This design comes from an exercise in tuning for small area, a short achievable clock period and few clock cycles on the open sky130 flow, not from production work.

==> flow/design.v <==
`default_nettype none
package store_pkg;
  localparam int unsigned BUS_NIBBLES = 16;
  localparam int unsigned BUS_BYTES   = 8;
  localparam int unsigned BUS_NB_W    = 4;
  localparam int unsigned SEQ_NIBBLES = 32;
  localparam int unsigned SEQ_NB_W    = 5;
  typedef struct packed {
    logic [SEQ_NIBBLES-1:0][3:0] nb;
    logic [SEQ_NIBBLES-1:0]      en;
  } seq_entry_t;
  typedef struct packed {
    logic [BUS_NB_W-1:0] addr_off;
    logic                is_head;
    logic [BUS_NB_W:0]   lbn;
    logic                is_last;
    logic                is_final;
  } txn_beat_t;
  typedef struct packed {
    logic [7:0] vstart;
    logic [1:0] eew;
  } meta_t;
  typedef struct packed {
    logic [4*BUS_NIBBLES-1:0] data;
    logic [BUS_BYTES-1:0]     strb;
    logic                     last;
  } w_beat_t;
  typedef struct packed {
    logic                load;
    logic [SEQ_NB_W-1:0] load_ptr;
    logic                advance;
    logic [BUS_NB_W:0]   adv_cnt;
    logic                bus_clear;
    logic                seq_clear;
  } cursor_cmd_t;
  typedef struct packed {
    logic [BUS_NB_W:0]   start;
    logic [BUS_NB_W:0]   upper;
    logic [SEQ_NB_W-1:0] seq_ptr;
  } pack_win_t;
endpackage
`default_nettype wire
`timescale 1ns/1ps
`default_nettype none
module seq_store_top (
  input  wire logic                  clk_i,
  input  wire logic                  rst_ni,
  input  wire logic                  rx_deshfu_valid_i,
  output logic                       rx_deshfu_ready_o,
  input  wire store_pkg::seq_entry_t rx_deshfu_i,
  input  wire logic                  txn_valid_i,
  output logic                       txn_ready_o,
  input  wire store_pkg::txn_beat_t  txn_i,
  input  wire logic                  meta_valid_i,
  output logic                       meta_ready_o,
  input  wire store_pkg::meta_t      meta_i,
  output logic                       axi_w_valid_o,
  input  wire logic                  axi_w_ready_i,
  output store_pkg::w_beat_t         axi_w_o
);
  logic        in_req_q;
  logic        hold_q;
  logic [4:0]  ptr_q;
  logic [15:0][3:0] hi_nb_q;
  logic [15:0]      hi_en_q;
  logic        out_valid_q;
  store_pkg::w_beat_t out_q;
  logic        tq_valid_q;
  logic [3:0]  tq_lower_q;
  logic [4:0]  tq_upper_q;
  logic        tq_last_q;
  logic        tq_final_q;
  logic        tn_valid_q;
  logic [3:0]  tn_lower_q;
  logic [4:0]  tn_upper_q;
  logic        tn_last_q;
  logic        tn_final_q;
  logic [4:0]  sum_q;     
  logic        span_q;    
  logic        ge17_q;    
  logic        ge32_q;    
  logic [4:0]  rot_q;     
  logic        mv0_q;
  logic        mv1_q;
  logic [4:0]  moff0_q;
  logic [4:0]  moff1_q;
  logic base;
  logic straddle;
  logic slot_free;
  logic need_x;
  logic step;
  logic capture;
  logic take_x;
  logic fin;
  logic load_meta;
  logic tn_move;
  logic tn_load;
  assign base      = in_req_q && tq_valid_q;
  assign straddle  = !hold_q && span_q;
  assign slot_free = !out_valid_q || axi_w_ready_i;
  assign need_x    = !hold_q || span_q;
  assign fin       = tq_final_q;
  assign capture   = base && straddle && rx_deshfu_valid_i;
  assign step      = base && !straddle && slot_free && (!need_x || rx_deshfu_valid_i);
  assign take_x    = capture || (step && (fin ? need_x : (!hold_q && ge17_q)));
  assign load_meta = mv0_q && (!in_req_q || (step && fin));
  assign tn_move   = step || !tq_valid_q;
  assign tn_load   = txn_valid_i && txn_ready_o;
  assign txn_ready_o       = !tn_valid_q || tn_move;
  assign rx_deshfu_ready_o = (base && straddle)
                             || (base && !straddle && slot_free
                                 && (fin ? need_x : (!hold_q && ge17_q)));
  assign meta_ready_o      = !mv1_q;
  logic [4:0] meta_off;
  logic [4:0] ptr_n;
  always_comb begin
    case (meta_i.eew)
      2'd0:    meta_off = {meta_i.vstart[3:0], 1'b0};
      2'd1:    meta_off = {meta_i.vstart[2:0], 2'b0};
      2'd2:    meta_off = {meta_i.vstart[1:0], 3'b0};
      default: meta_off = {meta_i.vstart[0], 4'b0};
    endcase
  end
  logic [4:0] ptr_c;
  logic [3:0] lower_c;
  logic [4:0] upper_c;
  logic [5:0] sum_a;
  logic [5:0] sum_b;
  logic [5:0] sum_c;
  logic [4:0] rot_a;
  logic [4:0] rot_b;
  logic [4:0] rot_c;
  assign ptr_c   = in_req_q ? ptr_q : moff0_q;
  assign lower_c = tq_valid_q ? tq_lower_q : tn_lower_q;
  assign upper_c = tq_valid_q ? tq_upper_q : tn_upper_q;
  assign sum_a = {1'b0, sum_q} + {1'b0, tn_upper_q} - {2'b0, tn_lower_q};
  assign sum_b = {1'b0, moff0_q} + {1'b0, tn_upper_q} - {2'b0, tn_lower_q};
  assign sum_c = {1'b0, ptr_c} + {1'b0, upper_c} - {2'b0, lower_c};
  assign rot_a = sum_q - {1'b0, tn_lower_q};
  assign rot_b = moff0_q - {1'b0, tn_lower_q};
  assign rot_c = ptr_c - {1'b0, lower_c};
  always_comb begin
    if (step) begin
      ptr_n = fin ? moff0_q : sum_q;
    end else begin
      ptr_n = ptr_c;
    end
  end
  logic [5:0] sum_s;
  logic [4:0] rot_s;
  always_comb begin
    if (step) begin
      sum_s = fin ? sum_b : sum_a;
      rot_s = fin ? rot_b : rot_a;
    end else begin
      sum_s = sum_c;
      rot_s = rot_c;
    end
  end
  always_ff @(posedge clk_i or negedge rst_ni) begin
    if (!rst_ni) begin
      in_req_q   <= 1'b0;
      hold_q     <= 1'b0;
      tq_valid_q <= 1'b0;
      tn_valid_q <= 1'b0;
    end else begin
      if (capture) begin
        hold_q <= 1'b1;
      end else if (step) begin
        if (fin) begin
          hold_q <= 1'b0;
        end else if (hold_q) begin
          hold_q <= !ge32_q;
        end else begin
          hold_q <= ge17_q && !ge32_q;
        end
      end
      if (load_meta) begin
        in_req_q <= 1'b1;
      end else if (step && fin) begin
        in_req_q <= 1'b0;
      end
      if (tn_move) begin
        tq_valid_q <= tn_valid_q;
      end
      if (txn_ready_o) begin
        tn_valid_q <= txn_valid_i;
      end
    end
  end
  always_ff @(posedge clk_i) begin
    ptr_q  <= ptr_n;
    sum_q  <= sum_s[4:0];
    span_q <= step ? (fin ? sum_b > 6'd32 : sum_a > 6'd32) : sum_c > 6'd32;
    ge17_q <= step ? (fin ? sum_b >= 6'd17 : sum_a >= 6'd17) : sum_c >= 6'd17;
    ge32_q <= sum_s[5];
    rot_q  <= rot_s;
    if (tn_move) begin
      tq_lower_q <= tn_lower_q;
      tq_upper_q <= tn_upper_q;
      tq_last_q  <= tn_last_q;
      tq_final_q <= tn_final_q;
    end
    if (tn_load) begin
      tn_lower_q <= txn_i.is_head ? txn_i.addr_off : 4'd0;
      tn_upper_q <= txn_i.is_last ? txn_i.lbn : 5'd16;
      tn_last_q  <= txn_i.is_last;
      tn_final_q <= txn_i.is_final;
    end
  end
  logic meta_push;
  assign meta_push = meta_valid_i && !mv1_q;
  always_ff @(posedge clk_i or negedge rst_ni) begin
    if (!rst_ni) begin
      mv0_q <= 1'b0;
      mv1_q <= 1'b0;
    end else begin
      if (load_meta) begin
        mv0_q <= mv1_q || meta_push;
        mv1_q <= 1'b0;
      end else begin
        mv0_q <= mv0_q || meta_push;
        mv1_q <= mv1_q || (mv0_q && meta_push);
      end
    end
  end
  always_ff @(posedge clk_i) begin
    if (load_meta ? !mv1_q : !mv0_q) begin
      moff0_q <= meta_off;
    end else if (load_meta) begin
      moff0_q <= moff1_q;
    end
    if (meta_push && mv0_q && !load_meta) begin
      moff1_q <= meta_off;
    end
  end
  always_ff @(posedge clk_i) begin
    if (take_x) begin
      for (int j = 0; j < 16; j++) begin
        hi_nb_q[j] <= rx_deshfu_i.nb[16+j];
      end
      hi_en_q <= rx_deshfu_i.en[31:16];
    end
  end
  logic [31:0][4:0] view;
  always_comb begin
    for (int j = 0; j < 32; j++) begin
      if (j >= 17 && hold_q) begin
        view[j] = {hi_en_q[j-16], hi_nb_q[j-16]};
      end else begin
        view[j] = {rx_deshfu_i.en[j], rx_deshfu_i.nb[j]};
      end
    end
  end
  logic [30:0][4:0] r4;
  logic [22:0][4:0] r3;
  logic [18:0][4:0] r2;
  logic [16:0][4:0] r1;
  logic [15:0][4:0] r0;
  always_comb begin
    for (int k = 0; k < 31; k++) r4[k] = rot_q[4] ? view[(k+16)%32] : view[k];
    for (int k = 0; k < 23; k++) r3[k] = rot_q[3] ? r4[k+8] : r4[k];
    for (int k = 0; k < 19; k++) r2[k] = rot_q[2] ? r3[k+4] : r3[k];
    for (int k = 0; k < 17; k++) r1[k] = rot_q[1] ? r2[k+2] : r2[k];
    for (int k = 0; k < 16; k++) r0[k] = rot_q[0] ? r1[k+1] : r1[k];
  end
  logic [15:0][3:0] bus_nb;
  logic [15:0]      bus_en;
  logic [7:0]       bus_strb;
  always_comb begin
    for (int i = 0; i < 16; i++) begin
      if (4'(i) >= tq_lower_q && 5'(i) < tq_upper_q) begin
        bus_nb[i] = r0[i][3:0];
        bus_en[i] = r0[i][4];
      end else begin
        bus_nb[i] = 4'd0;
        bus_en[i] = 1'b0;
      end
    end
    for (int k = 0; k < 8; k++) begin
      bus_strb[k] = bus_en[2*k] | bus_en[2*k+1];
    end
  end
  always_ff @(posedge clk_i or negedge rst_ni) begin
    if (!rst_ni) begin
      out_valid_q <= 1'b0;
    end else if (step) begin
      out_valid_q <= 1'b1;
    end else if (axi_w_ready_i) begin
      out_valid_q <= 1'b0;
    end
  end
  always_ff @(posedge clk_i) begin
    if (step) begin
      out_q.data <= bus_nb;
      out_q.strb <= bus_strb;
      out_q.last <= tq_last_q;
    end
  end
  assign axi_w_valid_o = out_valid_q;
  assign axi_w_o       = out_q;
endmodule
`default_nettype wire
Settings: LEC_CHECK=0, CAP_MARGIN=20, CORE_MARGIN=2, CORE_UTILIZATION=60, SETUP_SLACK_MARGIN=3.3, SLEW_MARGIN=20; clock period 6.3 ns.
standard.sh (not shown) runs the stock make flow with config.mk's settings and CLKGATE_MAP_FILE= SYNTH_SCRIPT=/design/flow/synth_recipe.tcl, a recipe that flattens the netlist after the stock synthesis.
==> flow/flow/run.sh <==
#!/bin/bash
# Standard ORFS layout, with the port buffers inserted as the smallest buffer
# (the resizer still upsizes any that timing needs).
set -euo pipefail
export BUFFER_PORTS_ARGS="-buffer_cell sky130_fd_sc_hd__buf_1"
bash standard.sh finish > standard_flow.log 2>&1
Edit:
--- a/flow/flow/run.sh
+++ b/flow/flow/run.sh
@@ -3 +3,2 @@
-# (the resizer still upsizes any that timing needs).
+# (the resizer still upsizes any that timing needs), and power recovery after
+# global routing, which downsizes gates that are off the critical paths.
@@ -5,0 +7 @@
+export RECOVER_POWER=100
This time the run finished with capacitance limit, slew limit left.
Utilization fell by 0.54 points.
Critical path depth rose by 4.
Worst setup slack got worse by 1100 ps.
Via count rose by about 0.32%.
Design area fell by 0.78%.
Clock-buffer cell count does not change.
Synthesized area does not change.
Edit:
==> flow/flow/run.sh (replaced) <==
#!/bin/bash
# Standard ORFS layout, with the port buffers inserted as the smallest buffer
# (the resizer still upsizes any that timing needs).
set -euo pipefail
export BUFFER_PORTS_ARGS="-buffer_cell sky130_fd_sc_hd__buf_1"
bash standard.sh finish > standard_flow.log 2>&1
- SETUP_SLACK_MARGIN: 3.3 -> 3.0
Effect: The new run produced a clean layout. Routed wire length goes down by about 4%. Register-to-register slack gets better by 1000 ps. Cell area drops by about 1.4%. Setup slack improved by 1100 ps. Via count came out lower by 0.59%. Global-route usage fell by 1.3 points.
No run of this note included a check of the RTL's function; only the layout flow was run.

==> static timing again, ports no longer ideal <==
The results above use ideal ports. As a check the final layouts listed here were re-extracted and re-timed, cells and wires unchanged. Step 1, drivers: a clkbuf_16 drives clk_i and a buf_2 each remaining input, both assumed. Step 2, shift: input delay + t, output delay - t, t = (earliest + latest rising clock arrival at the registers) / 2. This alone moves slack from input paths to output paths. a / b / c = ideal ports / drivers / drivers and shift; a / b = the first two.
| run | shift t [ns] | slack for setup (ns) | clock arrival spread, ns | slew at the worst register clock pin (ns) | cell pins on the clock port's net |
|---|---|---|---|---|---|
| the first run | 0.559 | 3.034 / 3.005 / 2.777 | 0.017 / 0.017 | 0.07 / 0.07 | 1 |
| the second run | 0.562 | 1.895 / 1.925 / 1.363 | 0.022 / 0.022 | 0.07 / 0.07 | 1 |
| the third run | 0.564 | 3.012 / 2.989 / 2.763 | 0.018 / 0.017 | 0.07 / 0.07 | 1 |
For the second run, which loses most, drivers alone change the setup slack by +0.030 ns; drivers and shift together by -0.532 ns.
